Background: an optimization exercise with open tools, aiming at small area, a short achievable clock period and few clock cycles. Do not read the settings as production practice.
In this exercise RTL edits were held to simulation tests only and were not proved equivalent to the original.
Power is estimated from default activity; no workload was simulated.

Design mem_ctrl_top, start of the top module:
module mem_ctrl_top (
    input  logic        clk,
    input  logic        rst,
    output logic        ram_write,
    output logic [31:0] ram_addr,
    output logic [7:0]  ram_wdata,
    input  logic [7:0]  ram_rdata,
    input  logic        fetch_req,
    input  logic [31:0] fetch_pc,
    output logic        fetch_valid,
    output logic [31:0] fetch_inst,
    input  logic        load_req,
    input  logic [2:0]  load_op,
    input  logic [31:0] load_addr,
    output logic        load_valid,
    output logic [31:0] load_value,
    input  logic        commit_valid,
    input  logic [31:0] commit_addr,
    input  logic [31:0] commit_data,
    input  logic [1:0]  commit_size,
    output logic        buffer_full,
    input  logic        rollback
);
    localparam int SB_N = 7;
    function automatic logic [1:0] size_last(input logic [1:0] sz);
        case (sz)
            2'd0:    size_last = 2'd0;
            2'd1:    size_last = 2'd1;
            default: size_last = 2'd3;
        endcase
    endfunction
    function automatic logic [1:0] op_last(input logic [2:0] op);
        case (op)
            3'd0, 3'd3: op_last = 2'd0;
            3'd1, 3'd4: op_last = 2'd1;
            default:    op_last = 2'd3;
        endcase
    endfunction
    logic [31:0]     sb_addr [0:SB_N-1];
    logic [31:0]     sb_data [0:SB_N-1];
    logic [1:0]      sb_last [0:SB_N-1];
    logic [SB_N-1:0] sb_head;
    logic [SB_N-1:0] sb_tail;
    logic [SB_N-1:0] sb_cnt;
  ...
Size: about 1600 cells after synthesis, ~0.026 mm^2 of cells after synthesis.
==> flow/config.mk <==
export PLATFORM = sky130hd
export DESIGN_NAME = mem_ctrl_top
export DESIGN_NICKNAME = mem_ctrl_top
export VERILOG_FILES = /design/flow/design.v
export SDC_FILE = /design/flow/constraint.sdc
export NUM_CORES = 4
export LEC_CHECK = 0
export CAP_MARGIN = 20
export CORE_MARGIN = 2
export CORE_UTILIZATION = 40
export SETUP_SLACK_MARGIN = 2.7
export SLEW_MARGIN = 20
==> flow/constraint.sdc <==
create_clock -name core_clock -period 5.0 [get_ports {clk}]
set_input_delay 1.0000 -clock core_clock [delete_from_list [all_inputs] [get_ports {clk}]]
set_output_delay 1.0000 -clock core_clock [all_outputs]
set_load 0.01 [all_outputs]
standard.sh (not shown) runs the stock make flow with config.mk's settings and CLKGATE_MAP_FILE= SYNTH_SCRIPT=/design/flow/synth_recipe.tcl, a recipe that flattens the netlist after the stock synthesis.
==> flow/flow/run.sh <==
#!/bin/bash
# Standard ORFS layout (the standard.sh) with smaller port buffers and
# larger clock-tree sink clusters without dummy loads.
export BUFFER_PORTS_ARGS="-buffer_cell sky130_fd_sc_hd__buf_1"
export CTS_ARGS="-sink_clustering_enable -repair_clock_nets -sink_clustering_size 25 -sink_clustering_max_diameter 80 -dont_use_dummy_load"
bash standard.sh > standard.log 2>&1
Testbench counts at the start, summed over its fixed seeds: cycles 65,693.
Then changed:
--- a/flow/flow/run.sh
+++ b/flow/flow/run.sh
@@ -4 +4 @@
-export BUFFER_PORTS_ARGS="-buffer_cell sky130_fd_sc_hd__buf_1"
+export BUFFER_PORTS_ARGS="-buffer_cell sky130_fd_sc_hd__buf_2"
--- a/flow/config.mk
+++ b/flow/config.mk
@@ -7,0 +8 @@
+export ABC_AREA = 1
@@ -11 +12 @@
-export SETUP_SLACK_MARGIN = 2.7
+export SETUP_SLACK_MARGIN = 2.5
Outcome: Fmax drops by 2.6%. Power increases by about 17%. Critical path depth is higher by 3. Final area rose by about 5%.
Then changed:
--- a/flow/config.mk
+++ b/flow/config.mk
@@ -8 +7,0 @@
-export ABC_AREA = 1
@@ -12 +11,2 @@
-export SETUP_SLACK_MARGIN = 2.5
+export PLACE_DENSITY = 0.8
+export SETUP_SLACK_MARGIN = 2.7
After rerunning:
- global-route usage is lower by 0.94 points
- final area went down by 4.4%
- worst hold slack stays flat
- via count is lower by 13%
- wire length goes down by 8.7%
- critical path depth fell by 9
- combinational power shrinks by 45%
Then changed:
--- a/flow/config.mk
+++ b/flow/config.mk
@@ -10,2 +10 @@
-export CORE_UTILIZATION = 40
-export PLACE_DENSITY = 0.8
+export CORE_UTILIZATION = 55
=> Register-to-register slack improves by 20 ps. Routed wire length went down by 2.2%. Non-clock buffer count went up by 11. Sequential cell count does not change. First-iteration DRC count went down by 20%.

try-juniper:
mem_ctrl_top again, from the RTL that the note above started with.
export LEC_CHECK = 0
export CAP_MARGIN = 20
export CORE_MARGIN = 2
export CORE_UTILIZATION = 40
export SETUP_SLACK_MARGIN = 3.1
export SLEW_MARGIN = 20
create_clock -name core_clock -period 5.0 [get_ports {clk}]
==> flow/flow/run.sh <==
#!/bin/bash
# Standard ORFS layout (the standard.sh) with smaller port buffers and
# larger clock-tree sink clusters without dummy loads.
export BUFFER_PORTS_ARGS="-buffer_cell sky130_fd_sc_hd__buf_2"
export CTS_ARGS="-sink_clustering_enable -repair_clock_nets -sink_clustering_size 25 -sink_clustering_max_diameter 80 -dont_use_dummy_load"
bash standard.sh > standard.log 2>&1
try-juniper completed every stage of the flow, and the final layout passed the timing, DRC and antenna checks.
Testbench counts of try-juniper, summed over its fixed seeds: cycles 65,693.
Relative to try-juniper, the following input files were edited for try-xenon:
- SETUP_SLACK_MARGIN: 3.1 -> 2.9
==> comparison <==
Relative to try-juniper, the data-path buffer share of cell area in the final layout of try-xenon is lower by 3.3 points. In the flow results for try-juniper and try-xenon, the total wire length after detailed routing is larger on try-juniper. Pre-CTS setup slack: try-xenon lower than try-juniper. Compared with try-juniper, try-xenon degrades power in the clock group. A master of the slowest instance on the critical path of or3b_4 is what try-juniper shows, while nor4_2 belongs to try-xenon. Going from try-juniper to try-xenon, via count down 4.2%, portion of total power attributed to the clock network now sits higher. try-xenon: final worst-path setup slack lower than try-juniper. Compared with try-juniper, try-xenon shows first-iteration detailed-routing DRC count lower by about 23%. try-xenon vs. try-juniper: met2 track utilization from global routing went down by 1.5 points; headroom to the max-slew limit went up by 0.16 points.
The following lists how try-onyx was set up differently from try-xenon:
- swapping 2.9 for 2.7 in SETUP_SLACK_MARGIN
Findings:
- Every stage of the flow completed for try-onyx, and the final layout passed the timing, DRC and antenna checks.
- Row global-route usage: try-onyx lower / try-xenon higher
- The clock skew on try-onyx is in line with that on try-xenon.
- Diff try-xenon -> try-onyx | signed area change from the synthesized netlist to the final layout | decrease of 4.3 points
- Cell area power density went down slightly going from try-xenon to try-onyx.
- Combinational power: try-onyx < try-xenon
- Looking only at count of plain and timing-repair buffers, and setting everything else aside, the lower value of try-xenon and try-onyx goes to try-onyx.
- Final cell count (try-onyx over try-xenon): decrease, 54
- Compared with try-xenon, try-onyx shows a lower worst slew margin relative to its limit.
- Effective utilization at floorplan came out exactly the same in try-xenon and try-onyx.
- Data required time at the worst endpoint, try-xenon and try-onyx: larger value in try-xenon
#### Input delta (try-fjord over try-onyx)
==> flow/flow/run.sh <==
#!/bin/bash
# Standard ORFS layout (the standard.sh) with smaller port buffers and
# clock-tree sink clusters of clkbuf_8 leaves without dummy loads.
export BUFFER_PORTS_ARGS="-buffer_cell sky130_fd_sc_hd__buf_2"
export CTS_ARGS="-sink_clustering_enable -repair_clock_nets -sink_clustering_size 16 -sink_clustering_max_diameter 60 -buf_list {sky130_fd_sc_hd__clkbuf_8 sky130_fd_sc_hd__clkbuf_16} -dont_use_dummy_load"
bash standard.sh > standard.log 2>&1
Notes after the runs:
On net switching power: between try-onyx and try-fjord, it ends up lower for try-onyx.
Area: try-fjord vs try-onyx -> try-fjord larger
Delta (try-fjord minus try-onyx): wire length reported by the detailed router now sits higher, cell area reported after detailed placement now sits at about the same level, fmax now sits higher, final max-slew violation count now sits at about the same level.
try-fjord has peak per-stage delay on the critical path below what try-onyx had.
In try-fjord, post-route minimum period is lower than in try-onyx.
try-fjord ended with more setup slack than try-onyx.
Diff try-onyx..try-fjord | count of final setup violators | unchanged
Between try-onyx and try-fjord, the clock transition time at the flip-flop clock pins of the worst setup and hold paths does not differ in any meaningful way.
The inputs of try-tundra differ from those of try-fjord as listed below.
- ABC_CLOCK_PERIOD_IN_PS newly set to 2300
==> flow/flow/run.sh <==
#!/bin/bash
# Standard ORFS layout (the standard.sh) with smaller port buffers and
# larger clock-tree sink clusters without dummy loads.
export BUFFER_PORTS_ARGS="-buffer_cell sky130_fd_sc_hd__buf_2"
export CTS_ARGS="-sink_clustering_enable -repair_clock_nets -sink_clustering_size 25 -sink_clustering_max_diameter 80 -dont_use_dummy_load"
bash standard.sh > standard.log 2>&1
[summary]
No stage failed in try-tundra, and the final checks on the layout all came back clean. Share of cell area taken by flip-flops and latches delta for try-tundra relative to try-fjord: 1.1 points higher. Max tightest slew margin relative to the limit across try-tundra and try-fjord: try-tundra. Of try-tundra and try-fjord, the run reporting the higher maximum net fanout on the critical path was try-tundra. On register clock-pin slew on the reported worst setup and hold paths, try-fjord tracks try-tundra almost exactly. Looking only at final wirelength, and setting everything else aside, the higher value of try-tundra and try-fjord goes to try-fjord. Summary — number of CTS-inserted buffers, try-tundra relative to try-fjord: lower, by 32%. Taking try-fjord as the reference, in try-tundra share of the cycle needed by the critical path after routing climbed 0.32 points; global-route usage roughly the same; summed area of non-filler cells in the final layout now smaller.
diff inputs: try-tundra => try-quartz
- SETUP_SLACK_MARGIN changed from 2.7 to 2.5
- ABC_CLOCK_PERIOD_IN_PS removed (was 2300)
==> flow/flow/run.sh <==
#!/bin/bash
# Standard ORFS layout (the standard.sh) with smaller port buffers and
# larger clock-tree sink clusters without dummy loads.
export BUFFER_PORTS_ARGS="-buffer_cell sky130_fd_sc_hd__buf_1"
export CTS_ARGS="-sink_clustering_enable -repair_clock_nets -sink_clustering_size 25 -sink_clustering_max_diameter 80 -dont_use_dummy_load"
bash standard.sh > standard.log 2>&1
## What came out
Between try-quartz and try-tundra, the tightest slew margin relative to the limit does not differ in any meaningful way. Comparing the two runs side by side, try-quartz comes out ahead of try-tundra on total power. Summary of try-quartz over try-tundra: final estimated routing congestion in global placement went down 1.4%; tightest hold margin went up 0.0088 ns. try-quartz vs try-tundra: fraction of layout instances using a drive strength above 1 down. Delta (try-quartz minus try-tundra): total non-filler cell area in the finished layout now sits lower; post-route core utilization now sits lower; met2 wirelength from detailed routing now sits lower; register share of the cell area now sits higher.

[static timing again, ports no longer ideal]
The results above use ideal ports. As a check the final layouts listed here were re-extracted and re-timed, cells and wires unchanged. Step 1 assumes that a clkbuf_16 drives the clock port and a buf_2 every other input. Step 2 also shifts input and output timing later by t, the mid clock arrival at the registers, as if the neighbouring blocks saw the same clock. Slacks: ideal ports / drivers / drivers and shift; pairs: ideal ports / drivers.
| run | t (ns) | setup slack, ns | worst hold slack (ns) | worst setup path after step 2 | pins driven straight from the clock port |
|---|---|---|---|---|---|
| the first run of note 1 | 0.619 | 2.727 / 2.681 / 2.162 | 0.332 / 0.332 / 0.332 | input to register | 1 |
| the second run of note 1 | 0.622 | 2.666 / 2.619 / 2.366 | 0.333 / 0.333 / 0.333 | input to register | 1 |
| the third run of note 1 | 0.596 | 2.731 / 2.676 / 2.200 | 0.334 / 0.334 / 0.334 | input to register | 1 |
| the fourth run of note 1 | 0.619 | 2.747 / 2.717 / 2.184 | 0.331 / 0.331 / 0.331 | input to register | 1 |
| try-juniper | 0.617 | 2.820 / 2.791 / 2.310 | 0.336 / 0.336 / 0.336 | input to register | 1 |
| try-xenon | 0.624 | 2.776 / 2.771 / 2.163 | 0.335 / 0.335 / 0.335 | input to register | 1 |
| try-onyx | 0.617 | 2.746 / 2.682 / 2.255 | 0.327 / 0.327 / 0.327 | input to register | 1 |
| try-fjord | 0.662 | 2.762 / 2.693 / 2.222 | 0.329 / 0.329 / 0.329 | input to register | 1 |
| try-tundra | 0.617 | 2.746 / 2.682 / 2.255 | 0.327 / 0.327 / 0.327 | input to register | 1 |
| try-quartz | 0.609 | 2.548 / 2.562 / 1.954 | 0.336 / 0.336 / 0.336 | input to register | 1 |
After both steps every run listed still meets setup and hold. The setup slack of try-xenon, which loses most, moves by -0.005 ns with the drivers and by -0.613 ns with both steps.
